What follows belongs to an exercise in optimizing a design on an open flow for small area, a short achievable clock period and few clock cycles; a production flow would make more cautious choices. RTL that was checked went through simulation tests only; none was proved equivalent to the original. Only the layout flow was run in runs 3 to 6; the RTL was not checked for function there. Power is estimated from default activity; no workload was simulated.

<file path="design.v">
package buffer_pkg;
	typedef logic [8-1:0] lane_t;
	typedef logic [4*8-1:0] word_t;
	typedef logic [$clog2(4*32)-1:0] buf_addr_t;
endpackage
package window_pkg;
	typedef logic [$clog2(32+1)-1:0] dim_t;
	typedef enum logic {
		STRIDE_1 = 1'b0,
		STRIDE_2 = 1'b1
	} stride_e;
	typedef enum logic [1:0] {
		WR_IDLE  = 2'd0,
		WR_FILL  = 2'd1,
		WR_DRAIN = 2'd2  
	} wr_state_e;
	typedef enum logic [1:0] {
		RD_IDLE = 2'd0,
		RD_WAIT = 2'd1,  
		RD_SCAN = 2'd2
	} rd_state_e;
endpackage
`timescale 1ns/1ps
module conv_feeder (
	input  logic        clk,
	input  logic        rst,
	input  logic        i_start,
	input  logic [5:0]  i_cols,
	input  logic [5:0]  i_rows,
	input  logic        i_stride,
	input  logic        i_valid,
	input  logic [31:0] i_data,
	output logic        o_full,
	output logic        o_valid,
	output logic [31:0] o_lane_data,
	output logic        o_done
);
	logic       busy;
	logic [5:0] g_cm1;  
	logic [5:0] g_rm1;  
	logic       g_s2;
	logic [4:0] g_ocm1;  
	logic acc_all;   
	logic acc_all2;  
	logic        s_v;
	logic [31:0] s_d;
	logic [5:0]  p_row;
	logic [5:0]  p_col;
	logic [4:0]  p_d;  
	logic [4:0] tau;
	logic [4:0] e_d;  
	logic       e_odd;  
	logic [4:0] x_rem;  
	logic [4:0] y_rem;  
	logic       last_x;
	logic       last_y;
	logic [1:0] e_r;  
	logic [1:0] e_c;  
	logic       e_done;
	logic [31:0] bw [3];
	logic [1:0]  b_cnt;
	logic [1:0]  b_lag;  
	logic m_wr_en;  
	logic [31:0] ring_a [32];
	logic [31:0] ring_b [32];
	logic idle;
	logic start;
	assign idle = !busy || (e_done && acc_all2);
	assign start = idle && i_start;
	logic [4:0] d;     
	assign d = e_d;
	logic t_is_b;  
	assign t_is_b = !g_s2 && e_odd;
	logic fill_done;  
	logic b_eq;
	logic bw_ok;
	assign b_eq = (b_lag == 2'd0);
	assign bw_ok = (b_cnt == 2'd3) && b_eq;
	logic emit;
	always_comb begin
		emit = 1'b0;
		if (busy && !e_done) begin
			case (e_r)
				2'd0: emit = fill_done && (d[2:0] == 3'd3);
				2'd1: emit = bw_ok && (d[2:0] == 3'd0);
				default: emit = bw_ok;
			endcase
		end
	end
	logic win_end;
	assign win_end = emit && (e_r == 2'd2) && (e_c == 2'd2);
	logic bw_wr;
	assign bw_wr = emit && (e_r == 2'd1) &&
		(last_x || (e_c == 2'd0) || (g_s2 && (e_c == 2'd1)));
	logic        pix_v;
	logic [31:0] pix_d;
	logic        p_al;
	assign pix_v = s_v || (i_valid && busy && !acc_all);
	assign pix_d = s_v ? s_d : i_data;
	assign p_al = (p_d[2:0] == 3'd0);
	logic [5:0] g_mrow2;   
	logic [5:0] g_mcol2;   
	logic [5:0] g_elim;    
	logic k_fill, k_bot, k_mrow;
	logic c_in;    
	logic c_lt;    
	logic r_fill, r_bot, r_mrow;
	assign r_fill = k_fill;
	assign r_bot = k_bot && c_in;
	assign r_mrow = k_mrow;
	logic n_fill, n_bot, n_mrow;
	always_comb begin
		n_fill = (p_row == 6'd0);
		n_bot = 1'b0;
		n_mrow = 1'b0;
		if (!n_fill) begin
			if (!g_s2)
				n_bot = 1'b1;
			else if (p_row[0])
				n_bot = (p_row < g_mrow2);
			else
				n_mrow = (p_row + 6'd1 < g_mrow2);
		end
	end
	logic drop_ok;
	assign drop_ok = (b_cnt != 2'd3) || !b_eq;
	logic bw_in;    
	logic in_wr;    
	logic consume;
	always_comb begin
		bw_in = 1'b0;
		in_wr = 1'b0;
		consume = 1'b0;
		if (pix_v) begin
			if (r_fill) begin
				in_wr = p_al;
				consume = p_al;
			end else if (r_bot) begin
				bw_in = drop_ok;
				consume = drop_ok;
			end else if (r_mrow) begin
				in_wr = p_al && (m_wr_en || (last_x && c_lt));
				consume = in_wr;
			end else begin
				consume = 1'b1;  
			end
		end
	end
	logic full_q;
	assign o_full = full_q;
	logic accept;
	assign accept = i_valid && !s_v && busy && !acc_all;
	logic p_wrap;
	logic last_acc;
	assign p_wrap = (p_col == g_cm1);
	assign last_acc = (p_row == g_rm1) && p_wrap;
	logic        wa_en, wb_en;
	logic [1:0]  wa_idx, wb_idx;
	logic [31:0] wa_data, wb_data;
	logic        in_b;
	assign in_b = (p_row != 6'd0);
	logic        wa_src, wb_src;  
	always_comb begin
		wa_en = bw_wr && !t_is_b;
		wa_idx = d[4:3];
		wa_src = 1'b0;
		if (in_wr && !in_b) begin
			wa_en = 1'b1;
			wa_idx = p_d[4:3];
			wa_src = 1'b1;
		end
		wb_en = bw_wr && t_is_b;
		wb_idx = d[4:3];
		wb_src = 1'b0;
		if (in_wr && in_b) begin
			wb_en = 1'b1;
			wb_idx = p_d[4:3];
			wb_src = 1'b1;
		end
	end
	logic [3:0]  qa_sel, qb_sel;
	logic        qa_src, qb_src;
	logic [1:0]  q_ec;
	always_ff @(posedge clk) begin
		for (int k = 0; k < 4; k++) begin
			qa_sel[k] <= wa_en && (wa_idx == 2'(k));
			qb_sel[k] <= wb_en && (wb_idx == 2'(k));
		end
		qa_src <= wa_src;
		qb_src <= wb_src;
		q_ec <= e_c;
	end
	logic [31:0] q_pix;
	assign q_pix = s_d;
	logic [31:0] q_bw;
	assign q_bw = bw[q_ec];
	assign wa_data = qa_src ? q_pix : q_bw;
	assign wb_data = qb_src ? q_pix : q_bw;
	logic [31:0] rd;
	always_comb begin
		case (e_r)
			2'd0: rd = t_is_b ? ring_b[{d[4:3], 3'd3}] : ring_a[{d[4:3], 3'd3}];
			2'd1: rd = t_is_b ? ring_a[{d[4:3], 3'd0}] : ring_b[{d[4:3], 3'd0}];
			default: rd = bw[e_c];
		endcase
	end
	always_ff @(posedge clk) begin
		for (int k = 0; k < 32; k++) begin
			if ((k % 8) == 6 && qa_sel[((k + 2) / 8) % 4])
				ring_a[k] <= wa_data;
			else
				ring_a[k] <= ring_a[(k + 1) % 32];
			if ((k % 8) == 6 && qb_sel[((k + 2) / 8) % 4])
				ring_b[k] <= wb_data;
			else
				ring_b[k] <= ring_b[(k + 1) % 32];
		end
	end
	logic [4:0] n_ocm1, n_orm1;
	assign n_ocm1 = i_stride ? 5'((i_cols - 6'd3) >> 1) : 5'(i_cols - 6'd3);
	assign n_orm1 = i_stride ? 5'((i_rows - 6'd3) >> 1) : 5'(i_rows - 6'd3);
	always_ff @(posedge clk) begin
		if (rst) begin
			busy <= 1'b0;
			s_v <= 1'b0;
			full_q <= 1'b0;
			e_done <= 1'b0;
			acc_all <= 1'b0;
			acc_all2 <= 1'b0;
			tau <= '0;
			m_wr_en <= 1'b0;
			b_cnt <= '0;
		end else begin
			tau <= tau + 5'd1;
			acc_all2 <= acc_all;
			if (start) begin
				busy <= 1'b1;
				g_cm1 <= i_cols - 6'd1;
				g_rm1 <= i_rows - 6'd1;
				g_s2 <= i_stride;
				g_ocm1 <= n_ocm1;
				acc_all <= 1'b0;
				acc_all2 <= 1'b0;
				s_v <= 1'b0;
				full_q <= 1'b0;
				p_row <= '0;
				p_col <= '0;
				k_fill <= 1'b1;
				k_bot <= 1'b0;
				k_mrow <= 1'b0;
				c_in <= 1'b1;
				c_lt <= (n_ocm1 != 5'd0);
				fill_done <= 1'b0;
				g_mrow2 <= {n_orm1, 1'b0} + 6'd2;
				g_mcol2 <= {n_ocm1, 1'b0} + 6'd2;
				g_elim <= {n_ocm1, 1'b0};
				tau <= 5'd31;
				p_d <= 5'd1;   
				e_d <= 5'd1;
				e_odd <= 1'b0;
				x_rem <= n_ocm1;
				y_rem <= n_orm1;
				last_x <= (n_ocm1 == 5'd0);
				last_y <= (n_orm1 == 5'd0);
				e_r <= '0;
				e_c <= '0;
				e_done <= 1'b0;
				b_cnt <= '0;
				b_lag <= '0;
				m_wr_en <= 1'b0;
			end else begin
				if (accept && last_acc)
					acc_all <= 1'b1;
				if (consume) begin
					if (p_wrap) begin
						p_col <= '0;
						p_row <= p_row + 6'd1;
						p_d <= ~tau;
						k_fill <= n_fill;
						k_bot <= n_bot;
						k_mrow <= n_mrow;
						c_in <= 1'b1;
						c_lt <= (g_elim != 6'd0);
						if (p_row == 6'd1)
							fill_done <= 1'b1;
					end
					else begin
						p_col <= p_col + 6'd1;
						if (g_s2 && p_col == g_mcol2)
							c_in <= 1'b0;
						if (p_col + 6'd1 == g_elim)
							c_lt <= 1'b0;
					end
				end else begin
					p_d <= p_d - 5'd1;
				end
				if (consume)
					s_v <= 1'b0;
				else if (accept)
					s_v <= 1'b1;
				full_q <= (!consume && (accept || s_v)) || acc_all || (accept && last_acc);
				if (emit && last_x && e_r == 2'd1 && e_c == 2'd2)
					m_wr_en <= 1'b1;
				else if (in_wr && r_mrow && p_wrap)
					m_wr_en <= 1'b0;
				if (win_end && last_x) begin
					b_cnt <= '0;
					b_lag <= '0;
				end else if (win_end) begin
					b_lag <= g_s2 ? 2'd2 : 2'd1;
				end else if (bw_in) begin
					if (b_cnt != 2'd3)
						b_cnt <= b_cnt + 2'd1;
					else
						b_lag <= b_lag - 2'd1;
				end
				if (!emit)
					e_d <= e_d - 5'd1;
				if (emit) begin
					if (e_c != 2'd2) begin
						e_c <= e_c + 2'd1;
					end else begin
						e_c <= '0;
						if (e_r != 2'd2) begin
							e_r <= e_r + 2'd1;
							e_d <= e_d - 5'd3;
						end else begin
							e_r <= '0;
							if (!last_x) begin
								x_rem <= x_rem - 5'd1;
								last_x <= (x_rem == 5'd1);
								e_d <= g_s2 ? e_d - 5'd1 : e_d - 5'd2;
							end else begin
								x_rem <= g_ocm1;
								last_x <= (g_ocm1 == 5'd0);
								e_d <= ~tau;
								if (last_y) begin
									e_done <= 1'b1;
								end else begin
									e_odd <= !e_odd;
									y_rem <= y_rem - 5'd1;
									last_y <= (y_rem == 5'd1);
								end
							end
						end
					end
				end
			end
		end
	end
	always_ff @(posedge clk) begin
		if (!s_v)
			s_d <= i_data;
		if (bw_in) begin
			bw[0] <= bw[1];
			bw[1] <= bw[2];
			bw[2] <= pix_d;
		end
	end
	logic [31:0] out_q;
	logic        out_v;
	logic        out_last;
	logic [7:0]  l1_q;
	logic [7:0]  l2_q [2];
	logic [7:0]  l3_q [3];
	always_ff @(posedge clk) begin
		if (rst) begin
			out_v <= 1'b0;
			out_last <= 1'b0;
		end else begin
			out_v <= emit;
			out_last <= win_end && last_x && last_y;
		end
	end
	always_ff @(posedge clk) begin
		out_q <= rd;
		l1_q <= out_q[15:8];
		l2_q[0] <= out_q[23:16];
		l2_q[1] <= l2_q[0];
		l3_q[0] <= out_q[31:24];
		l3_q[1] <= l3_q[0];
		l3_q[2] <= l3_q[1];
	end
	assign o_valid = out_v;
	assign o_done = out_last;
	assign o_lane_data = {l3_q[2], l2_q[1], l1_q, out_q[7:0]};
endmodule
</file>
<file path="constraint.sdc">
create_clock -name core_clock -period 6.0 [get_ports {clk}]
set_input_delay 1.2000 -clock core_clock [delete_from_list [all_inputs] [get_ports {clk}]]
set_output_delay 1.2000 -clock core_clock [all_outputs]
set_load 0.01 [all_outputs]
</file>
<file path="config.mk">
export PLATFORM = sky130hd
export DESIGN_NAME = conv_feeder
export DESIGN_NICKNAME = conv_feeder
export VERILOG_FILES = /design/flow/design.v
export SDC_FILE = /design/flow/constraint.sdc
export NUM_CORES = 4
export LEC_CHECK = 0
export CAP_MARGIN = 20
export CORE_MARGIN = 2
export CORE_UTILIZATION = 40
export CTS_CLUSTER_DIAMETER = 120
export CTS_CLUSTER_SIZE = 30
export SETUP_SLACK_MARGIN = 3.7
export SLEW_MARGIN = 20
export TNS_END_PERCENT = 5
</file>
<file path="run.sh">
#!/bin/bash
# synth_recipe.tcl (not shown) runs the flow's synth.tcl, then flattens the netlist and writes it again
# the make line also repeats each setting of config.mk as NAME=value (left out here)
make -C /OpenROAD-flow-scripts/flow DESIGN_CONFIG=/design/flow/config.mk WORK_HOME=/design/flow/orfs CLKGATE_MAP_FILE= SYNTH_SCRIPT=/design/flow/synth_recipe.tcl finish
</file>
==> results of run 1 <==
## kinds of logic after synthesis
group,count (synthesis)
xor gates and xnor gates,62
muxes,198
and+or+nand+nor,755
buffers and inverters,248
DFF,2359
AOI/OAI and AO/OA,707
adders and majority gates,44
## cell usage in the layout (no fill, tap or decap), types with 7 or more instances in the layout
cell type        instances
dfxtp_1               2159
buf_6                   10
a21oi_1                344
dfxtp_4                 11
o221ai_1                 9
inv_1                   42
buf_12                   7
mux2_1                  20
nor3_1                  32
xnor2_1                 36
o21a_1                  65
mux2i_1                 19
nor2_1                 333
a21o_1                  10
clkbuf_16               93
o211ai_1                25
a22oi_1                 77
mux2_2                  80
or3_1                   10
o32ai_1                  8
clkbuf_1                33
nor2b_1                 12
xor2_1                  26
nand3_1                 28
clkdlybuf4s50_1         40
o21ai_0                 39
dfxtp_2                 18
nand2b_1                12
ha_1                    34
edfxtp_1               171
nand2_1                269
mux4_2                  70
buf_4                   39
o21ai_1                 18
a211oi_1                10
a221oi_1                52
nand4_1                  8
buf_2                   27
## sequential cells by signal, summed over array words and instances, names as in the netlist, 6 cells and up
name and flops:
p_col 6, l3_q 24, ring_b 1024, s_d 32, p_row 6, ring_a 1024, bw 96, l1_q 8
l2_q 16, g_rm1 6, out_q 32, g_cm1 6
## per-stage QoR
| step | worst slack (ns) | std cells | total power [mW] | instance area (um^2) | hold slack (ns) |
|---|---|---|---|---|---|
| 2_1_floorplan | 3.180 | 4373 | 17.25 | 61770 | 0.3096 |
| 3_3_place_gp | 2.145 | 6328 | 17.62 | 64580 | 0.3095 |
| 3_5_place_dp | 2.063 | 6328 | 17.64 | 64580 | 0.3121 |
| 4_1_cts | 3.523 | 6482 | 24.85 | 67480 | 0.3206 |
| 5_1_grt | 3.441 | 6487 | 25.49 | 67610 | 0.3327 |
| 6_report | 3.517 | 6488 | 24.64 | 67610 | 0.3227 |
## worst max path at each step
stage,startpoint,to,slack (ns),depth (start not counted)
global route,i_start,p_d[4]$_SDFFCE_PP0P_,3.44,5
global placement,i_valid,bw[0][10]$_DFFE_PP_,2.14,6
detailed placement,i_valid,bw[1][2]$_DFFE_PP_,2.06,6
CTS,l2_q[1][2]$_DFF_P_,o_lane_data[18],3.52,1
floorplan,i_valid,bw[0][0]$_DFFE_PP_,3.18,4
finish,e_c[0]$_SDFFCE_PN0P_,last_y$_DFFE_PP_,3.52,6
## worst max-delay path, stage by stage (launching register included)
cell	delay (ns)
edfxtp_1	0.49
inv_1	0.20
ha_4	0.42
nand2_1	0.29
nor2_2	0.31
o211ai_1	0.28
a21oi_1	0.22
## where the power goes
part	switching, mW	internal, mW	total (mW)
Clock	4.44	2.86	7.30
Sequential	0.157	16.2	16.4
Combinational	0.612	0.367	0.979
Total	5.21	19.4	24.6
## area by class of cell
class	count	area share (%)
clock inverter	3	0.06107
tap	2044	3.782
antenna	1	0.003701
timing repair buffer	141	2.069
multi-input combinational	1771	17.78
inverter	44	0.2443
sequential	2359	72.47
clock buffer	125	3.588
## timing repair
action,in CTS,in global routing
resized for setup,229,22
buffers inserted,18,2
pin swaps,6,3
endpoints found under the setup margin,280,229
gates cloned,8,2
## metal layers
metal  vias to the layer above  global-route usage [%]  part of all wire, %
met5                         -                       0                    0
met4                         0                   4.332                  2.0
li1                      14780                       -                    -
met2                       635                   24.16                   44
met3                       136                   1.980                  4.8
met1                     14990                   23.27                   49
==> results_dict.tcl, run 1 <==
set metrics [dict create \
    rr_worst_depth 6 \
    multi_input_area_um2 12020 \
    slew_headroom_pct 29.77 \
    drive_above_1_share_pct 9.948 \
    antenna_left 0 \
    cp-end-kind "register" \
    wl_per_cell_um 19.34 \
    yosysUniqueCellTypes 71 \
    grt-ovfl-total 0 \
    gp_congestion 0.7861 \
    ctsHoldBuffers 0 \
    layout_worst_path_cycle_share_pct 41.38 \
    htreeDepth 3 \
    outcome "no timing/DRC/antenna violations" \
    boundaryPins 84 \
    synth-compound-area-share_pct 7.187 \
    viasPerCell 4.707 \
    hp-start "l3_q[0][4]$_DFF_P_" \
    clock_path_buffers 3 \
    skew_ns 0.02512 \
    hp-class "register to register" \
    rr_endpoint "last_y$_DFFE_PP_" \
    startpoint_type "register" \
    register_area_um2 49000 \
    ys_ff_latch 2359 \
    synth_edf_count 171 \
    peakVddDrop_v 0.0002069 \
    nFillCells 13660 \
    cts.reportedPaths.clkPinSlew_ns 0.12 \
    fin_nets 4498 \
    netlist_top_cells_area "dfxtp_1 71%, edfxtp_1 8.3%, a21oi_1 2.8%, mux4_2 2.6%, nor2_1 2.1%" \
    cp_max_fo 17 \
    synth.area.mux_share_pct 4.879 \
    ys_warn_count 6 \
    r2r-start "e_c[0]$_SDFFCE_PN0P_" \
    grt_pass1_vias 29450 \
    grt_max_degree 65 \
    hold_depth 0 \
    synth_nets 4466 \
    vias 30540 \
    synthSimpleGateAreaFrac_pct 5.122 \
    yosysSeqAreaShare_pct 79.25 \
    rsz0062_at_grt "true" \
    cts_made_buffers 88 \
    synth.top_cells.by_count "2188 x dfxtp_1, 348 x a21oi_1, 339 x nor2_1" \
    finalSetupTns_ns 0 \
    die_area_um2 157500 \
    setup_viol 0 \
    period_minus_slack_ns 2.483 \
    max_cap_viol_count 0 \
    rows 144 \
    synth_adder_area_share_pct 0.8916 \
    syn_to_final_growth_pct 9.497 \
    synth_most_common_cell "dfxtp_1" \
    first_iter_violations 2251 \
    critPathKind "register to register" \
    synthCells 4373 \
    p_per_area_nw_per_um2 364.4 \
    maxSlewViolCount 0 \
    hold-path-endpoint "l3_q[1][4]$_DFF_P_" \
    hpwl_mm 70.04 \
    synth_top_family_by_area "compound AO/OA/AOI/OAI gates" \
    synth_xor_xnor_area_share_pct 0.8794 \
    yosysTopAreaCellShare_pct 70.94 \
    numClockSinks 2359 \
    syn_avg_cell_area_um2 14.12 \
    clock_latency_ns 0.73 \
    hold_violations 0 \
    grt_pass1_wl_mm 185.5 \
    initial_core_util_pct 40.18 \
    required_ns 6.45 \
    root_buffer "clkbuf_16" \
    coreArea_um2 153700 \
    yosys.area.top_type "dfxtp_1" \
    grtUsageTotal_pct 15.71 \
    fin_util_pct 43.99 \
    drtPass1Iterations 5 \
    die_h_um 396.9 \
    async_reset_ff_share_pct 0 \
    fmax_mhz 402.8 \
    antenna_found_initial 2 \
    drc 0 \
    crit_arrival_ns 2.93 \
    worstMarginPinSlew_ns 1.053 \
    reg2reg_slack_ns 3.52 \
    synth_flop_cell "dfxtp_1" \
    port_buffers 83 \
    fp.dieW_um 396.9 \
    drt-total-wl_mm 125.5 \
    leakage_nw 25.72 \
    netlist_area_um2 61750 \
    tritoncts "done" \
]
Testbench counts, summed over its fixed seeds: cycles 114,913.
==> run 2: changes to the inputs <==
--- a/config.mk
+++ b/config.mk
@@ -12,4 +12,4 @@
 export CTS_CLUSTER_SIZE = 30
 export SETUP_SLACK_MARGIN = 3.7
 export SLEW_MARGIN = 20
-export TNS_END_PERCENT = 5
+export TNS_END_PERCENT = 20
==> run 2 against run 1 <==
Net effect: largest cell class unchanged; area after synthesis stayed put; still clean on timing, DRC and antenna; clock-buffer cell count is the same; worst setup slack gained 0.055 ns; clock power about the same; register-to-register slack gained 0.08 ns; sequential power barely moved; clock skew increased by 0.0045 ns; non-clock buffer count increased by 8; flip-flop and latch count unchanged; utilization increased by 0.061 points; combinational power rose by 1%; critical path type is now register to primary output.
==> results_dict.tcl, run 2 <==
set metrics [dict create \
    hold_violations 0 \
    required_ns 4.80 \
    final_cell_mix "2159 x dfxtp_1, 344 x a21oi_1, 332 x nor2_1" \
    drt-total-wl_mm 126.2 \
    synth.top_cells.by_count "2188 x dfxtp_1, 348 x a21oi_1, 339 x nor2_1" \
    drc 0 \
    skew_ns 0.02966 \
    r2r-start "g_s2$_DFFE_PP_" \
    die_h_um 396.9 \
    hp-class "register to register" \
    synth_top_family_by_area "compound AO/OA/AOI/OAI gates" \
    critPathKind "register to primary output" \
    cts.reportedPaths.clkPinSlew_ns 0.11 \
    peakVddDrop_v 0.0002070 \
    tritoncts "done" \
    outcome "no timing/DRC/antenna violations" \
    vias 30670 \
    top_regs "ring_a: 1024 flops, ring_b: 1024 flops, bw: 96 flops" \
    async_reset_ff_share_pct 0 \
    synth_most_common_cell "dfxtp_1" \
    cts_made_buffers 88 \
    dp_cells 6328 \
    rr_endpoint "out_q[31]$_DFF_P_" \
    crit_path_end "o_valid" \
    grt_pass1_wl_mm 186.7 \
    drtPass1Iterations 6 \
    rows 144 \
    setup_viol 0 \
    hpwl_mm 70.04 \
    slew_headroom_pct 31.05 \
    startpoint_type "register" \
    syn_to_final_growth_pct 9.649 \
    fp.dieW_um 396.9 \
    stdcell_area_um2 67710 \
    reg2reg_slack_ns 3.60 \
    synth_xor_xnor_area_share_pct 0.8794 \
    first_iter_violations 2219 \
    crit_slowest_cell "dfxtp_2" \
    period_minus_slack_ns 2.427 \
    grt_pass1_vias 29520 \
    rr_worst_depth 6 \
    slowest_delay_ns 0.39 \
    yosysSeqAreaShare_pct 79.25 \
    viasPerCell 4.721 \
    timing.hold.ws_ns 0.3217 \
    cp_max_fo 1 \
    yosys.area.top_type "dfxtp_1" \
    maxSlewViolCount 0 \
    rsz0062_at_grt "true" \
    coreArea_um2 153700 \
    crit_arrival_ns 1.23 \
    synth.area.mux_share_pct 4.879 \
    final_common_cell "dfxtp_1" \
    clock_path_buffers 3 \
    boundaryPins 84 \
    synthCells 4373 \
    antenna_found_initial 2 \
    max_cap_viol_count 0 \
    crit_buf_inv 1 \
    synth_nets 4466 \
    leakage_nw 25.81 \
    root_buffer "clkbuf_16" \
    netlist_area_um2 61750 \
    synth_edf_count 171 \
    p_per_area_nw_per_um2 364.1 \
    syn_avg_cell_area_um2 14.12 \
    worstMarginPinSlew_ns 1.034 \
    cp-end-kind "primary output" \
    ys_warn_count 6 \
    synth-compound-area-share_pct 7.187 \
    layout_worst_path_cycle_share_pct 40.46 \
    gp_congestion 0.7861 \
    grt_max_degree 65 \
    htreeDepth 3 \
    finalSetupTns_ns 0 \
    dpl_worst_slack_ns 2.063 \
    worst_slack_ns 3.573 \
    wl_per_cell_um 19.42 \
    ctsHoldBuffers 0 \
    die_area_um2 157500 \
    drive_above_1_share_pct 10.18 \
    port_buffers 83 \
    grt-ovfl-total 0 \
    fin_nets 4507 \
    grtUsageTotal_pct 15.84 \
    nFillCells 13660 \
    clock_latency_ns 0.73 \
    synth_flop_cell "dfxtp_1" \
    antenna_left 0 \
    synth_adder_area_share_pct 0.8916 \
    yosysUniqueCellTypes 71 \
    numClockSinks 2359 \
    cp_num_cells 1 \
    critical_path.startpoint "out_v$_SDFF_PP0_" \
    initial_core_util_pct 40.18 \
    cp_cell_sequence "buf_6" \
    fmax_mhz 412.0 \
    path_delay_family "flip-flops" \
    ys_ff_latch 2359 \
    dpl_cell_area_um2 64580 \
    synthSimpleGateAreaFrac_pct 5.122 \
    yosysTopAreaCellShare_pct 70.94 \
    final-instance-count-excl-fill 6498 \
    netlist_top_cells_area "dfxtp_1 71%, edfxtp_1 8.3%, a21oi_1 2.8%, mux4_2 2.6%, nor2_1 2.1%" \
]
-- run 2: cell counts after synthesis --
No cell type changed its count.
-- run 2: area by class of cell --
type / count / area [um^2] / area share (%)
sequential: 2359 / 49000 / 72.37
multi-input combinational: 1772 / 12040 / 17.78
tap: 2044 / 2557 / 3.777
clock buffer: 125 / 2426 / 3.583
timing repair buffer: 149 / 1473 / 2.175
inverter: 44 / 165.2 / 0.2439
clock inverter: 3 / 41.29 / 0.06098
antenna: 2 / 5.005 / 0.007392
-- run 2: kinds of logic (layout without fill, tap and decap cells) --
kind of cell	after synthesis	count (layout)
AO/OA/AOI/OAI	707	707
XOR/XNOR	62	62
adder cells (fa/ha/maj)	44	44
buffers and inverters	248	321
flip-flops	2359	2359
multiplexers	198	198
other	0	2
AND/OR/NAND/NOR	755	761
-- run 2: worst min-delay path by stage --
stage | startpoint | to | slack (ns) | cells past startpoint
final | ring_a[25][30]$_DFF_P_ | ring_a[24][30]$_DFF_P_ | 0.32 | 0
after global routing | ring_b[29][30]$_DFF_P_ | ring_b[28][30]$_DFF_P_ | 0.33 | 0
after CTS | ring_b[12][20]$_DFF_P_ | ring_b[11][20]$_DFF_P_ | 0.32 | 0
after detailed placement | ring_a[21][23]$_DFF_P_ | ring_a[20][23]$_DFF_P_ | 0.31 | 0
after global placement | ring_b[2][18]$_DFF_P_ | ring_b[1][18]$_DFF_P_ | 0.31 | 0
after floorplan | out_q[8]$_DFF_P_ | l1_q[0]$_DFF_P_ | 0.31 | 0
-- run 2: metal layers --
layer	global-route usage (%)	vias to the layer above	wire length (um)
li1	-	14820	-
met1	23.44	15070	62340
met2	24.25	637	55150
met3	2.058	149	5897
met4	4.563	0	2793
met5	0	-	0
-- run 2: report_power, final --
group | total, mW | switching [mW] | internal, mW
combinational | 0.990 | 0.619 | 0.371
clock | 7.31 | 4.45 | 2.86
sequential | 16.4 | 0.157 | 16.2
-- run 2: repair_timing --
| action | CTS | global route |
|---|---|---|
| buffers inserted | 21 | 7 |
| pin swaps | 7 | 5 |
| resized for setup | 232 | 26 |
| setup endpoints to repair | 280 | 228 |
| gates cloned | 10 | 1 |
-- run 2: per-stage QoR --
stage	power [mW]	utilization, %
after floorplan	17.25	-
after global placement	17.62	42.02
after detailed placement	17.64	42.02
after CTS	24.85	43.96
after global routing	25.50	44.05
final	24.65	44.06
==> run 3: changes to the inputs <==
--- a/design.v
+++ b/design.v
@@ -254,9 +254,9 @@
 				g_mrow2 <= {n_orm1, 1'b0} + 6'd2;
 				g_mcol2 <= {n_ocm1, 1'b0} + 6'd2;
 				g_elim <= {n_ocm1, 1'b0};
-				tau <= 5'd31;
-				p_d <= 5'd1;   
-				e_d <= 5'd1;
+				tau <= 5'd0;   
+				p_d <= 5'd0;
+				e_d <= 5'd0;
 				e_odd <= 1'b0;
 				x_rem <= n_ocm1;
 				y_rem <= n_orm1;
--- a/config.mk
+++ b/config.mk
@@ -12,4 +12,3 @@
 export CTS_CLUSTER_SIZE = 30
 export SETUP_SLACK_MARGIN = 3.7
 export SLEW_MARGIN = 20
-export TNS_END_PERCENT = 20
==> run 3 against run 2 <==
Net effect: maximum frequency down 2.5%; critical endpoint is now o_lane_data[5]; worst setup slack lost 0.062 ns; non-clock buffer count up 44; sequential power about the same; hold slack got worse by 0.0033 ns; cell area increased by 1.3%; area after synthesis is 0.25% lower; routed wire length up 5.5%; largest power group unchanged; global-route usage grew 0.36 points; die area is 0.25% lower; highest routed layer unchanged; sequential share of layout area down 0.89 points; utilization grew 0.63 points.
==> results_dict.tcl, run 3 <==
set metrics [dict create \
    top_regs "ring_a: 1024 flops, ring_b: 1024 flops, bw: 96 flops" \
    final-instance-count-excl-fill 6554 \
    peakVddDrop_v 0.0002093 \
    path_delay_family "flip-flops" \
    ys_ff_latch 2359 \
    initial_core_util_pct 40.12 \
    finalSetupTns_ns 0 \
    rows 144 \
    netlist_area_um2 61590 \
    cp-end-kind "primary output" \
    root_buffer "clkbuf_16" \
    yosysUniqueCellTypes 75 \
    stdcell_area_um2 68590 \
    clock_path_buffers 3 \
    switching_share_pct 21.74 \
    slew_headroom_pct 22.54 \
    final_cell_mix "2150 x dfxtp_1, 350 x nor2_1, 336 x a21oi_1" \
    timing.hold.ws_ns 0.3183 \
    p_int_mw 19.58 \
    synth.top_cells.by_count "2188 x dfxtp_1, 359 x nor2_1, 338 x a21oi_1" \
    comb_power_share_pct 4.7 \
    setup_viol 0 \
    coreArea_um2 153500 \
    antenna_found_initial 9 \
    skew_ns 0.04113 \
    numClockSinks 2359 \
    drc 0 \
    die_area_um2 157100 \
    multi_input_area_um2 12170 \
    grt_pass1_vias 30200 \
    hold_violations 0 \
    async_reset_ff_share_pct 0 \
    synth_edf_count 171 \
    antenna_left 0 \
    worstMarginPinSlew_ns 1.162 \
    yosysSeqAreaShare_pct 79.45 \
    drive_above_1_share_pct 11.80 \
    ctsHoldBuffers 0 \
    pwr-share-seq_pct 65.7 \
    synth_flop_cell "dfxtp_1" \
    yosys.area.top_type "dfxtp_1" \
    worst_slack_ns 3.511 \
    syn_to_final_growth_pct 11.36 \
    cp_max_fo 1 \
    layout_worst_path_cycle_share_pct 41.49 \
    dpl_worst_slack_ns 2.316 \
    first_iter_violations 2539 \
    dpl_cell_area_um2 64730 \
    p_per_area_nw_per_um2 364.7 \
    max_cap_viol_count 0 \
    tritoncts "done" \
    slowest_delay_ns 0.42 \
    boundaryPins 84 \
    crit_buf_inv 1 \
    grt_max_degree 91 \
    wl_per_cell_um 20.31 \
    fin_nets 4562 \
    period_minus_slack_ns 2.489 \
    cts.reportedPaths.clkPinSlew_ns 0.11 \
    crit_slowest_cell "dfxtp_4" \
    final_common_cell "dfxtp_1" \
    dp_cells 6335 \
    grtUsageTotal_pct 16.20 \
    hp-class "register to register" \
    nFillCells 13680 \
    die_h_um 396.4 \
    fp.dieW_um 396.4 \
    vias 31470 \
    cp_cell_sequence "buf_6" \
    yosysTopAreaCellShare_pct 71.12 \
    maxSlewViolCount 0 \
    netlist_top_cells_area "dfxtp_1 71%, edfxtp_1 8.3%, a21oi_1 2.7%, mux4_2 2.2%, nor2_1 2.2%" \
    gp_congestion 0.7773 \
    critPathKind "register to primary output" \
    p_clk_share_pct 29.5 \
    required_ns 4.80 \
    antenna_cells 0 \
    drtPass1Iterations 7 \
    fmax_mhz 401.7 \
    hpwl_mm 71.37 \
    synthCells 4388 \
    fin_util_pct 44.68 \
    grt_pass1_wl_mm 191.1 \
    viasPerCell 4.801 \
    synth_most_common_cell "dfxtp_1" \
    htreeDepth 3 \
    ys_warn_count 6 \
    p_total_mw 25.01 \
    leakage_nw 26.09 \
    grt-ovfl-total 0 \
    synth_nets 4481 \
    outcome "no timing/DRC/antenna violations" \
    port_buffers 83 \
    register_area_um2 49030 \
    cts_made_buffers 89 \
    rsz0062_at_grt "true" \
    p_switching_mw 5.437 \
    syn_avg_cell_area_um2 14.04 \
    crit_arrival_ns 1.29 \
    startpoint_type "register" \
    drt-total-wl_mm 133.1 \
    clock_latency_ns 0.73 \
]
==> run 3: cell types whose count changed after synthesis, moves of 10 or more <==
cell / delta
a21oi_1: -10
a221oi_1: -12
a222oi_1: +24
clkbuf_1: +18
mux2_1: -20
mux2_2: +12
mux4_2: -10
nand2_1: +19
nor2_1: +20
o21ai_1: -17
==> run 3: metal layers <==
layer / vias up / share of wire, % / GRT usage, %
li1: 14960 / - / -
met5: - / 0 / 0
met2: 782 / 43 / 24.48
met1: 15550 / 50 / 24.56
met4: 0 / 2.3 / 3.755
met3: 167 / 5.2 / 2.186
==> run 3: repair_timing <==
item                       4_1_cts  5_1_grt
pin swaps                       14       13
resized for setup              258       55
setup endpoints to repair      273      229
setup buffers                   44       28
cloned                          11        4
==> run 3: logic make-up (layout without fill, tap and decap cells) <==
kind of cell | count (synthesis) | count (layout) | synth area share [%]
DFF | 2359 | 2359 | 79.45
muxes | 181 | 181 | 4.347
and+or+nand+nor | 779 | 783 | 5.247
adders and majority gates | 44 | 44 | 0.8938
buffers and inverters | 253 | 371 | 1.733
xor gates and xnor gates | 61 | 61 | 0.8674
AOI/OAI and AO/OA | 711 | 711 | 7.459
==> run 3: power groups by stage <==
stage	Clock (mW)	Sequential [mW]	Combinational, mW
5_1_grt	8.10	16.5	1.26
2_1_floorplan	0	16.7	0.656
6_report	7.39	16.4	1.18
3_5_place_dp	0	16.8	1.00
3_3_place_gp	0	16.8	0.990
4_1_cts	7.56	16.4	1.12
==> run 3: area by class of cell <==
| class | instances | share of cell area, % |
|---|---|---|
| multi-input combinational | 1780 | 17.74 |
| clock inverter | 7 | 0.1842 |
| tap | 2044 | 3.728 |
| timing repair buffer | 193 | 3.128 |
| sequential | 2359 | 71.48 |
| clock buffer | 125 | 3.475 |
| inverter | 46 | 0.2663 |
==> run 3: path summary, 6_finish.rpt <==
path	startpoint	to	slack (ns)	cells past startpoint
max	out_q[5]$_DFF_P_	o_lane_data[5]	3.51	1
min	ring_b[17][30]$_DFF_P_	ring_b[16][30]$_DFF_P_	0.32	0
max reg2reg	q_ec[0]$_DFF_P_	ring_a[6][12]$_DFF_P_	3.71	7
min reg2reg	ring_b[17][30]$_DFF_P_	ring_b[16][30]$_DFF_P_	0.32	0
==> run 4: changes to the inputs <==
--- a/design.v
+++ b/design.v
@@ -36,8 +36,12 @@
 	output logic        o_done
 );
 	logic       busy;
+	logic [5:0] g_cols;
+	logic [5:0] g_rows;
+	logic [1:0] g_init;  
 	logic [5:0] g_cm1;  
 	logic [5:0] g_rm1;  
+	logic [4:0] g_orm1;  
 	logic       g_s2;
 	logic [4:0] g_ocm1;  
 	logic acc_all;   
@@ -216,9 +220,15 @@
 				ring_b[k] <= ring_b[(k + 1) % 32];
 		end
 	end
-	logic [4:0] n_ocm1, n_orm1;
-	assign n_ocm1 = i_stride ? 5'((i_cols - 6'd3) >> 1) : 5'(i_cols - 6'd3);
-	assign n_orm1 = i_stride ? 5'((i_rows - 6'd3) >> 1) : 5'(i_rows - 6'd3);
+	always_ff @(posedge clk) begin
+		g_cm1 <= g_cols - 6'd1;
+		g_rm1 <= g_rows - 6'd1;
+		g_ocm1 <= g_s2 ? 5'((g_cols - 6'd3) >> 1) : 5'(g_cols - 6'd3);
+		g_orm1 <= g_s2 ? 5'((g_rows - 6'd3) >> 1) : 5'(g_rows - 6'd3);
+		g_mrow2 <= {g_orm1, 1'b0} + 6'd2;
+		g_mcol2 <= {g_ocm1, 1'b0} + 6'd2;
+		g_elim <= {g_ocm1, 1'b0};
+	end
 	always_ff @(posedge clk) begin
 		if (rst) begin
 			busy <= 1'b0;
@@ -230,15 +240,22 @@
 			tau <= '0;
 			m_wr_en <= 1'b0;
 			b_cnt <= '0;
+			g_init <= '0;
 		end else begin
 			tau <= tau + 5'd1;
 			acc_all2 <= acc_all;
+			g_init <= {g_init[0], 1'b0};
+			if (g_init[1]) begin
+				x_rem <= g_ocm1;
+				y_rem <= g_orm1;
+				last_x <= (g_ocm1 == 5'd0);
+				last_y <= (g_orm1 == 5'd0);
+			end
 			if (start) begin
 				busy <= 1'b1;
-				g_cm1 <= i_cols - 6'd1;
-				g_rm1 <= i_rows - 6'd1;
+				g_cols <= i_cols;
+				g_rows <= i_rows;
 				g_s2 <= i_stride;
-				g_ocm1 <= n_ocm1;
 				acc_all <= 1'b0;
 				acc_all2 <= 1'b0;
 				s_v <= 1'b0;
@@ -249,19 +266,12 @@
 				k_bot <= 1'b0;
 				k_mrow <= 1'b0;
 				c_in <= 1'b1;
-				c_lt <= (n_ocm1 != 5'd0);
 				fill_done <= 1'b0;
-				g_mrow2 <= {n_orm1, 1'b0} + 6'd2;
-				g_mcol2 <= {n_ocm1, 1'b0} + 6'd2;
-				g_elim <= {n_ocm1, 1'b0};
-				tau <= 5'd0;   
-				p_d <= 5'd0;
-				e_d <= 5'd0;
+				tau <= 5'd31;
+				p_d <= 5'd1;   
+				e_d <= 5'd1;
 				e_odd <= 1'b0;
-				x_rem <= n_ocm1;
-				y_rem <= n_orm1;
-				last_x <= (n_ocm1 == 5'd0);
-				last_y <= (n_orm1 == 5'd0);
+				g_init <= 2'b01;
 				e_r <= '0;
 				e_c <= '0;
 				e_done <= 1'b0;
--- a/config.mk
+++ b/config.mk
@@ -10,5 +10,5 @@
 export CORE_UTILIZATION = 40
 export CTS_CLUSTER_DIAMETER = 120
 export CTS_CLUSTER_SIZE = 30
-export SETUP_SLACK_MARGIN = 3.7
+export SETUP_SLACK_MARGIN = 3.8
 export SLEW_MARGIN = 20
==> run 4 against run 3 <==
Net effect: routed wire length grew 15%; non-clock buffer count rose by 103; hold slack got worse by 0.0022 ns; clock skew fell by 0.0028 ns; global-route usage rose by 1.9 points; critical path type unchanged; cell area grew 3.3%; highest routed layer unchanged; area after synthesis up 0.88%; maximum frequency increased by 1.8%; combinational power is 31% higher.
==> results_dict.tcl, run 4 <==
set metrics [dict create \
    outcome "no timing/DRC/antenna violations" \
    cts.reportedPaths.clkPinSlew_ns 0.11 \
    yosys.area.top_type "dfxtp_1" \
    cp_cell_sequence "buf_6" \
    rows 144 \
    synth_nets 4535 \
    final_cell_mix "2186 x dfxtp_1, 365 x nor2_1, 334 x a21oi_1" \
    cp-end-kind "primary output" \
    netlist_top_cells_area "dfxtp_1 72%, edfxtp_1 7.5%, a21oi_1 2.7%, mux2_2 2.5%, nor2_1 2.2%" \
    hold_violations 0 \
    vias 33250 \
    yosysSeqAreaShare_pct 79.29 \
    reg2reg_slack_ns 3.61 \
    finalSetupTns_ns 0 \
    period_minus_slack_ns 2.446 \
    r2r-start "e_d[0]$_SDFFCE_PP1N_" \
    grt_pass1_vias 31360 \
    port_buffers 83 \
    synth_top_family_by_area "compound AO/OA/AOI/OAI gates" \
    cp_max_fo 1 \
    first_iter_violations 3407 \
    crit_arrival_ns 1.25 \
    rsz0062_at_grt "true" \
    critical_path.startpoint "out_q[2]$_DFF_P_" \
    syn_avg_cell_area_um2 13.99 \
    viasPerCell 4.960 \
    fin_nets 4714 \
    numClockSinks 2383 \
    grt_pass1_wl_mm 211.3 \
    slew_headroom_pct 25.12 \
    drtPass1Iterations 6 \
    tritoncts "done" \
    grt-ovfl-total 0 \
    fmax_mhz 408.9 \
    syn_to_final_growth_pct 14.08 \
    drive_above_1_share_pct 14.24 \
    final_common_cell "dfxtp_1" \
    boundaryPins 84 \
    gp_congestion 0.7786 \
    drc 0 \
    coreArea_um2 154200 \
    p_clk_share_pct 29.0 \
    top_regs "ring_a: 1024 flops, ring_b: 1024 flops, bw: 96 flops" \
    initial_core_util_pct 40.29 \
    clock_path_buffers 3 \
    netlist_area_um2 62130 \
    p_switching_mw 5.660 \
    p_per_area_nw_per_um2 360.4 \
    synth.area.mux_share_pct 3.899 \
    cts_made_buffers 89 \
    worstMarginPinSlew_ns 1.123 \
    grtUsageTotal_pct 18.14 \
    pwr-share-seq_pct 65.0 \
    startpoint_type "register" \
    stdcell_area_um2 70880 \
    ctsHoldBuffers 0 \
    synth_xor_xnor_area_share_pct 0.8176 \
    synth_flop_cell "dfxtp_1" \
    wl_per_cell_um 22.81 \
    synth_adder_area_share_pct 0.8860 \
    dpl_cell_area_um2 64970 \
    antenna_left 0 \
    ys_warn_count 6 \
    maxSlewViolCount 0 \
    synthCells 4442 \
    synthSimpleGateAreaFrac_pct 4.873 \
    die_h_um 398.1 \
    p_int_mw 19.89 \
    skew_ns 0.03834 \
    required_ns 4.80 \
    fp.dieW_um 398.1 \
    clock_latency_ns 0.75 \
    root_buffer "clkbuf_16" \
    leakage_nw 27.21 \
    rr_worst_depth 10 \
    peakVddDrop_v 0.0002364 \
    crit_slowest_cell "dfxtp_4" \
    layout_worst_path_cycle_share_pct 40.76 \
    cp_num_cells 1 \
    antenna_found_initial 10 \
    slowest_delay_ns 0.41 \
    setup_viol 0 \
    critPathKind "register to primary output" \
    synth-compound-area-share_pct 8.303 \
    crit_buf_inv 1 \
    htreeDepth 3 \
    rr_endpoint "y_rem[3]$_DFFE_PN_" \
    yosysUniqueCellTypes 80 \
    crit_path_end "o_lane_data[2]" \
    ys_ff_latch 2383 \
    hp-class "register to register" \
    async_reset_ff_share_pct 0 \
    synth_edf_count 156 \
    die_area_um2 158500 \
    nFillCells 13660 \
    yosysTopAreaCellShare_pct 71.75 \
    max_cap_viol_count 0 \
    synth_most_common_cell "dfxtp_1" \
    synth.top_cells.by_count "2227 x dfxtp_1, 371 x nor2_1, 339 x a21oi_1" \
    hold_depth 0 \
    hpwl_mm 71.57 \
    drt-total-wl_mm 152.9 \
    switching_share_pct 22.16 \
    path_delay_family "flip-flops" \
    grt_max_degree 67 \
    comb_power_share_pct 6.0 \
]
[run 4: worst min-delay path by stage]
stage                                       from                      to  slack, ns
final                     ring_a[28][12]$_DFF_P_  ring_a[27][12]$_DFF_P_       0.32
after global routing      ring_b[10][12]$_DFF_P_   ring_b[9][12]$_DFF_P_       0.32
after CTS                 ring_b[10][19]$_DFF_P_   ring_b[9][19]$_DFF_P_       0.31
after detailed placement    ring_a[2][1]$_DFF_P_    ring_a[1][1]$_DFF_P_       0.31
after global placement     ring_a[30][6]$_DFF_P_   ring_a[29][6]$_DFF_P_       0.31
after floorplan                 out_q[8]$_DFF_P_         l1_q[0]$_DFF_P_       0.31
[run 4: final cells by class]
class / instances / area (um^2) / share of cell area (%)
flip-flops and latches: 2383 / 49350 / 69.63
diodes: 3 / 7.507 / 0.01059
inverters: 48 / 203.9 / 0.2877
repair inverters: 1 / 5.005 / 0.007061
clock inverters: 3 / 45.04 / 0.06355
multi-input cells: 1802 / 12380 / 17.46
clock buffers: 123 / 2397 / 3.382
well taps: 2044 / 2557 / 3.608
repair buffers: 296 / 3934 / 5.550
[run 4: cell families after synthesis]
kind of cell / after synthesis
flip-flops: 2383
AO/OA/AOI/OAI: 774
AND/OR/NAND/NOR: 716
buffers and inverters: 261
multiplexers: 206
XOR/XNOR: 58
adder cells (fa/ha/maj): 44
[run 4: power groups by stage]
stage | Clock [mW] | Combinational [mW] | Sequential, mW
floorplan | 0 | 0.635 | 16.9
detailed placement | 0 | 0.958 | 17.0
finish | 7.41 | 1.54 | 16.6
CTS | 7.57 | 1.30 | 16.6
global route | 8.13 | 1.60 | 16.6
global placement | 0 | 0.946 | 17.0
[run 4: through the flow]
stage          std cells  utilization (%)  total power [mW]  worst slack (ns)  hold WS, ns
6_report            6703            45.96             25.55             3.554       0.3161
3_5_place_dp        6384            42.13             17.91             2.604       0.3121
5_1_grt             6700            45.96             26.37             3.499       0.3214
3_3_place_gp        6384            42.13             17.90             2.644       0.3096
2_1_floorplan       4442                -             17.51             1.073       0.3096
4_1_cts             6609            44.94             25.46             3.506       0.3104
[run 4: layer usage]
| metal | GRT usage (%) | up-vias | part of all wire, % |
|---|---|---|---|
| met2 | 27.24 | 1023 | 44 |
| met5 | 0 | - | 0 |
| li1 | - | 15470 | - |
| met3 | 2.676 | 181 | 6.6 |
| met1 | 27.49 | 16580 | 48 |
| met4 | 4.117 | 0 | 2.0 |
[run 4: repair_timing]
action | in CTS | in global routing
pin swaps | 29 | 73
gates resized for setup | 289 | 129
setup endpoints to repair | 243 | 354
buffers inserted | 67 | 74
gates cloned | 32 | 17
==> run 5: changes to the inputs <==
--- a/config.mk
+++ b/config.mk
@@ -7,7 +7,7 @@
 export LEC_CHECK = 0
 export CAP_MARGIN = 20
 export CORE_MARGIN = 2
-export CORE_UTILIZATION = 40
+export CORE_UTILIZATION = 55
 export CTS_CLUSTER_DIAMETER = 120
 export CTS_CLUSTER_SIZE = 30
 export SETUP_SLACK_MARGIN = 3.8
==> run 5 against run 4 <==
Net effect: critical path type unchanged; cell area is 2.0% lower; hold slack better by 0.0037 ns; global-route usage is 5.1 points higher; still clean on timing, DRC and antenna; clock skew shrank 0.017 ns; largest cell class unchanged; worst setup slack got worse by 0.0027 ns.
==> results_dict.tcl, run 5 <==
set metrics [dict create \
    yosysTopAreaCellShare_pct 71.75 \
    fmax_mhz 408.4 \
    synth_top_family_by_area "compound AO/OA/AOI/OAI gates" \
    gp_congestion 0.7691 \
    hp-class "register to register" \
    grt_pass1_vias 30430 \
    boundaryPins 84 \
    top_regs "ring_a: 1024 flops, ring_b: 1024 flops, bw: 96 flops" \
    syn_to_final_growth_pct 11.76 \
    async_reset_ff_share_pct 0 \
    die_area_um2 115700 \
    netlist_area_um2 62130 \
    finalSetupTns_ns 0 \
    first_iter_violations 2849 \
    grt_pass1_wl_mm 197.8 \
    drtPass1Iterations 5 \
    yosysSeqAreaShare_pct 79.29 \
    ctsHoldBuffers 0 \
    cts.reportedPaths.clkPinSlew_ns 0.10 \
    leakage_nw 26.86 \
    tritoncts "done" \
    skew_ns 0.02180 \
    multi_input_area_um2 12210 \
    slew_headroom_pct 25.26 \
    rsz0062_at_grt "true" \
    synthSimpleGateAreaFrac_pct 4.873 \
    fp.dieW_um 340.1 \
    hold_violations 0 \
    final_cell_mix "2194 x dfxtp_1, 367 x nor2_1, 336 x a21oi_1" \
    synth.top_cells.by_count "2227 x dfxtp_1, 371 x nor2_1, 339 x a21oi_1" \
    r2r-start "e_r[0]$_SDFFCE_PN0P_" \
    coreArea_um2 112300 \
    port_buffers 83 \
    fin_nets 4691 \
    slowest_delay_ns 0.41 \
    drt-total-wl_mm 142.5 \
    rows 123 \
    dp_cells 5844 \
    crit_buf_inv 1 \
    yosys.area.top_type "dfxtp_1" \
    hp-start "ring_a[9][13]$_DFF_P_" \
    register_area_um2 49340 \
    final-instance-count-excl-fill 6140 \
    synth.area.mux_share_pct 3.899 \
    synth_nets 4535 \
    nFillCells 8712 \
    netlist_top_cells_area "dfxtp_1 72%, edfxtp_1 7.5%, a21oi_1 2.7%, mux2_2 2.5%, nor2_1 2.2%" \
    grtUsageTotal_pct 23.22 \
    yosysUniqueCellTypes 80 \
    critPathKind "register to primary output" \
    antenna_found_initial 3 \
    required_ns 4.80 \
    synth_most_common_cell "dfxtp_1" \
    worstMarginPinSlew_ns 1.121 \
    path_delay_family "flip-flops" \
    cp_max_fo 1 \
    startpoint_type "register" \
    viasPerCell 5.295 \
    cts_made_buffers 89 \
    drive_above_1_share_pct 13.20 \
    hpwl_mm 69.86 \
    root_buffer "clkbuf_16" \
    wl_per_cell_um 23.21 \
    initial_core_util_pct 55.31 \
    grt_max_degree 70 \
    synth_flop_cell "dfxtp_1" \
    grt-ovfl-total 0 \
    max_cap_viol_count 0 \
    antenna_left 0 \
    syn_avg_cell_area_um2 13.99 \
    crit_slowest_cell "dfxtp_4" \
    peakVddDrop_v 0.0002912 \
    numClockSinks 2383 \
    setup_viol 0 \
    clock_path_buffers 3 \
    synthCells 4442 \
    cp-end-kind "primary output" \
    critical_path.startpoint "out_q[5]$_DFF_P_" \
    final_common_cell "dfxtp_1" \
    htreeDepth 3 \
    synth_edf_count 156 \
    dpl_worst_slack_ns 2.262 \
    die_h_um 340.1 \
    cp_cell_sequence "buf_6" \
    synth-compound-area-share_pct 8.303 \
    ys_ff_latch 2383 \
    crit_arrival_ns 1.25 \
    p_per_area_nw_per_um2 365.8 \
    outcome "no timing/DRC/antenna violations" \
    vias 32510 \
    ys_warn_count 6 \
    synth_xor_xnor_area_share_pct 0.8176 \
    maxSlewViolCount 0 \
    period_minus_slack_ns 2.448 \
    clock_latency_ns 0.72 \
    worst_slack_ns 3.552 \
    drc 0 \
    synth_adder_area_share_pct 0.8860 \
    layout_worst_path_cycle_share_pct 40.81 \
]
## run 5: changes by cell type in the layout (fill, tap and decap cells not counted), sizes merged, moves of 3 or more
| cell | change |
|---|---|
| inv | +3 |
| clkbuf | -4 |
| bufbuf | -6 |
| buf | -10 |
## run 5: final cells by class
type	count	share of cell area (%)
sequential	2383	71.05
multi-input combinational	1800	17.59
timing repair buffer	274	4.751
clock buffer	125	3.463
tap	1500	2.703
inverter	48	0.2937
clock inverter	6	0.1243
timing repair inverter	2	0.02342
antenna	2	0.007207
## run 5: worst paths after layout
kind | end | slack, ns | depth (start not counted)
worst max-delay path | o_lane_data[5] | 3.55 | 1
worst min register to register | ring_a[8][13]$_DFF_P_ | 0.32 | 0
worst min-delay path | ring_a[8][13]$_DFF_P_ | 0.32 | 0
worst max register to register | x_rem[2]$_DFFE_PN_ | 3.72 | 9
## run 5: timing repair
item | CTS | global route
pin swaps | 31 | 45
setup buffers | 76 | 57
setup endpoints to repair | 451 | 209
resized for setup | 289 | 88
cloned | 18 | 12
## run 5: kinds of logic after synthesis
family,after synthesis
and+or+nand+nor,716
muxes,206
xor gates and xnor gates,58
adders and majority gates,44
buffers and inverters,261
DFF,2383
AOI/OAI and AO/OA,774
## run 5: worst reg2reg max path: cells and delay by family (launching register included)
family	cells	cell delay [ns]
compound gates	3	0.78
fa+ha+maj	1	0.16
buf+inv	3	0.39
flops	1	0.43
simple gates	2	0.26
## run 5: layer usage
metal	part of all wire [%]	routed length, um	track usage, %	vias to the layer above
li1	-	-	-	15410
met1	48	68050	34.90	16040
met2	44	62400	35.85	893
met3	6.1	8712	3.413	179
met4	2.3	3325	4.993	0
met5	0	0	0	-
## run 5: through the flow
stage	instance area (um^2)	hold slack, ns	util (%)	power [mW]
finish	69440	0.3198	61.81	25.41
CTS	68310	0.3249	60.81	25.40
global placement	64290	0.3095	57.22	17.90
global route	69440	0.3282	61.81	26.23
detailed placement	64290	0.3121	57.23	17.91
floorplan	62270	0.3096	-	17.51
## run 5: where the power goes
part	internal (mW)	switching [mW]
clock network	2.86	4.55
registers	16.4	0.193
logic	0.594	0.812
==> run 6: changes to the inputs <==
--- a/design.v
+++ b/design.v
@@ -221,8 +221,6 @@
 		end
 	end
 	always_ff @(posedge clk) begin
-		g_cm1 <= g_cols - 6'd1;
-		g_rm1 <= g_rows - 6'd1;
 		g_ocm1 <= g_s2 ? 5'((g_cols - 6'd3) >> 1) : 5'(g_cols - 6'd3);
 		g_orm1 <= g_s2 ? 5'((g_rows - 6'd3) >> 1) : 5'(g_rows - 6'd3);
 		g_mrow2 <= {g_orm1, 1'b0} + 6'd2;
@@ -255,6 +253,8 @@
 				busy <= 1'b1;
 				g_cols <= i_cols;
 				g_rows <= i_rows;
+				g_cm1 <= i_cols - 6'd1;  
+				g_rm1 <= i_rows - 6'd1;
 				g_s2 <= i_stride;
 				acc_all <= 1'b0;
 				acc_all2 <= 1'b0;
@@ -267,9 +267,9 @@
 				k_mrow <= 1'b0;
 				c_in <= 1'b1;
 				fill_done <= 1'b0;
-				tau <= 5'd31;
-				p_d <= 5'd1;   
-				e_d <= 5'd1;
+				tau <= 5'd0;   
+				p_d <= 5'd0;
+				e_d <= 5'd0;
 				e_odd <= 1'b0;
 				g_init <= 2'b01;
 				e_r <= '0;
--- a/config.mk
+++ b/config.mk
@@ -7,8 +7,8 @@
 export LEC_CHECK = 0
 export CAP_MARGIN = 20
 export CORE_MARGIN = 2
-export CORE_UTILIZATION = 55
+export CORE_UTILIZATION = 40
 export CTS_CLUSTER_DIAMETER = 120
 export CTS_CLUSTER_SIZE = 30
-export SETUP_SLACK_MARGIN = 3.8
+export SETUP_SLACK_MARGIN = 3.7
 export SLEW_MARGIN = 20
==> run 6 against run 5 <==
Net effect: largest power group unchanged; cell count rose by 6.7%; clock skew grew 0.018 ns; sequential power about the same; utilization fell by 17 points; critical path depth unchanged; worst setup slack worse by 0.015 ns; routed wire length down 5.9%; clock power hardly changed; total power down 0.49%; still clean on timing, DRC and antenna.
==> results_dict.tcl, run 6 <==
set metrics [dict create \
    fp.dieW_um 398.0 \
    synth_nets 4477 \
    synth.top_cells.by_count "2215 x dfxtp_1, 375 x nor2_1, 342 x a21oi_1" \
    port_buffers 83 \
    antenna_cells 0 \
    hpwl_mm 73.00 \
    gp_congestion 0.7712 \
    slew_headroom_pct 22.09 \
    yosysUniqueCellTypes 75 \
    clock_latency_ns 0.73 \
    required_ns 4.80 \
    switching_share_pct 21.64 \
    leakage_nw 26.24 \
    grt_pass1_wl_mm 192.3 \
    hp-start "ring_b[4][26]$_DFF_P_" \
    synth_most_common_cell "dfxtp_1" \
    first_iter_violations 2446 \
    maxSlewViolCount 0 \
    synth_edf_count 168 \
    initial_core_util_pct 40.30 \
    critPathKind "register to primary output" \
    boundaryPins 84 \
    p_int_mw 19.81 \
    pwr-share-seq_pct 66.3 \
    antenna_left 0 \
    timing.hold.ws_ns 0.3058 \
    drtPass1Iterations 5 \
    fmax_mhz 406.0 \
    dp_cells 6348 \
    cts_made_buffers 89 \
    antenna_found_initial 7 \
    crit_slowest_cell "dfxtp_4" \
    startpoint_type "register" \
    rsz0062_at_grt "true" \
    synth_flop_cell "dfxtp_1" \
    htreeDepth 3 \
    path_delay_family "flip-flops" \
    syn_avg_cell_area_um2 14.16 \
    p_total_mw 25.28 \
    final_cell_mix "2175 x dfxtp_1, 370 x nor2_1, 338 x a21oi_1" \
    grt_max_degree 65 \
    p_switching_mw 5.470 \
    worst_slack_ns 3.537 \
    vias 31540 \
    p_clk_share_pct 29.2 \
    yosysSeqAreaShare_pct 79.55 \
    final-instance-count-excl-fill 6550 \
    grt-ovfl-total 0 \
    rows 144 \
    crit_arrival_ns 1.26 \
    coreArea_um2 154000 \
    multi_input_area_um2 12130 \
    cp-end-kind "primary output" \
    cp_cell_sequence "buf_6" \
    fin_nets 4561 \
    grtUsageTotal_pct 16.22 \
    skew_ns 0.03956 \
    tritoncts "done" \
    nFillCells 13710 \
    layout_worst_path_cycle_share_pct 41.05 \
    finalSetupTns_ns 0 \
    drive_above_1_share_pct 11.38 \
    yosysTopAreaCellShare_pct 71.42 \
    wl_per_cell_um 20.46 \
    final_common_cell "dfxtp_1" \
    root_buffer "clkbuf_16" \
    yosys.area.top_type "dfxtp_1" \
    drt-total-wl_mm 134.0 \
    ys_ff_latch 2383 \
    comb_power_share_pct 4.5 \
    period_minus_slack_ns 2.463 \
    outcome "no timing/DRC/antenna violations" \
    dpl_worst_slack_ns 2.533 \
    numClockSinks 2383 \
    die_h_um 398.0 \
    r2r-start "e_r[0]$_SDFFCE_PN0P_" \
    cp_max_fo 1 \
    p_per_area_nw_per_um2 366.9 \
    worstMarginPinSlew_ns 1.169 \
    register_area_um2 49480 \
    netlist_top_cells_area "dfxtp_1 71%, edfxtp_1 8.1%, a21oi_1 2.8%, nor2_1 2.3%, mux4_2 2.1%" \
    crit_buf_inv 1 \
    top_regs "ring_a: 1024 flops, ring_b: 1024 flops, bw: 96 flops" \
    netlist_area_um2 62090 \
    syn_to_final_growth_pct 10.99 \
    ys_warn_count 6 \
    max_cap_viol_count 0 \
    critical_path.startpoint "out_q[0]$_DFF_P_" \
    die_area_um2 158400 \
    cts.reportedPaths.clkPinSlew_ns 0.11 \
    hold_violations 0 \
    slowest_delay_ns 0.42 \
    setup_viol 0 \
    drc 0 \
    peakVddDrop_v 0.0002449 \
    clock_path_buffers 3 \
    async_reset_ff_share_pct 0 \
    viasPerCell 4.815 \
    synthCells 4384 \
    hp-class "register to register" \
    grt_pass1_vias 30340 \
]
-- run 6: logic make-up (layout without fill, tap and decap cells) --
logic type,after synthesis,in the layout,synth area share (%)
fa+ha+maj,44,44,0.8867
xor+xnor,58,58,0.8182
flops,2383,2383,79.55
simple gates,718,722,4.909
compound gates,725,725,7.477
buf+inv,249,367,1.642
mux,207,207,4.720
-- run 6: final cells by class --
class                           count  share of cell area, %
Clock inverter                      6                 0.1834
Clock buffer                      123                  3.417
Timing Repair Buffer              188                  2.987
Multi-Input combinational cell   1756                  17.61
Timing Repair inverter              1               0.007263
Tap cell                         2044                  3.711
Inverter                           49                 0.2796
Sequential cell                  2383                  71.81
-- run 6: path summary, 6_finish.rpt --
check        cells past startpoint                    end  slack [ns]
max reg2reg                      7     x_rem[2]$_DFFE_PN_        3.58
min                              0  ring_b[3][26]$_DFF_P_        0.31
min reg2reg                      0  ring_b[3][26]$_DFF_P_        0.31
max                              1         o_lane_data[0]        3.54
-- run 6: what timing repair did --
item,in CTS,in global routing
pin swaps,11,11
hold buffers,0,0
buffers inserted,36,26
setup endpoints to repair,298,277
resized for setup,276,55
cloned,8,3
-- run 6: metrics by stage --
stage,utilization (%),cell area [um^2]
finish,44.73,68910
global route,44.73,68910
CTS,44.40,68400
detailed placement,42.28,65130
global placement,42.28,65130
floorplan,-,62190
-- run 6: per-layer routing --
layer  share of wire, %  wire length, um  vias up  GRT usage (%)
met4                2.4             3246        0          3.876
met1                 49            65970    15560          24.29
met5                  0                0        -              0
met2                 43            57050      770          24.40
li1                   -                -    15020              -
met3                5.8             7766      184          2.684
-- run 6: power by group through the flow --
stage | clock network, mW | logic (mW) | registers (mW)
6_report | 7.39 | 1.14 | 16.8
3_5_place_dp | 0 | 0.977 | 17.1
5_1_grt | 8.14 | 1.22 | 16.8
4_1_cts | 7.58 | 1.07 | 16.8
2_1_floorplan | 0 | 0.614 | 17.0
3_3_place_gp | 0 | 0.969 | 17.1

==> re-timing with driven ports <==
In the flow no input, the clock included, has a driving cell. The finished layouts below were timed again as built, in two steps. Step 1 sets driving cells, clkbuf_16 on the clock port and buf_2 on the other inputs (assumed; they add their load-dependent delay and slew). Step 2 adds t to the input delays and takes it off the output delays; t is the mean of the earliest and latest rising clock arrival at the registers after step 1. Input paths then give back, and output paths get back, about the clock's delay inside the block. Slacks: ideal / step 1 / step 2; pairs: ideal / step 1.
run | shift t [ns] | setup WS [ns] | clock arrival spread, ns
run 1 | 0.790 | 3.517 / 3.500 / 2.822 | 0.028 / 0.028
run 2 | 0.791 | 3.573 / 3.498 / 2.974 | 0.030 / 0.030
run 3 | 0.794 | 3.511 / 3.435 / 3.023 | 0.054 / 0.054
run 4 | 0.798 | 3.554 / 3.483 / 3.026 | 0.046 / 0.047
run 5 | 0.783 | 3.552 / 3.479 / 3.087 | 0.028 / 0.028
run 6 | 0.795 | 3.537 / 3.460 / 2.963 | 0.059 / 0.059
After both steps every run listed still meets setup and hold. The setup slack of run 1, which loses most, moves by -0.017 ns with the drivers and by -0.695 ns with both steps.
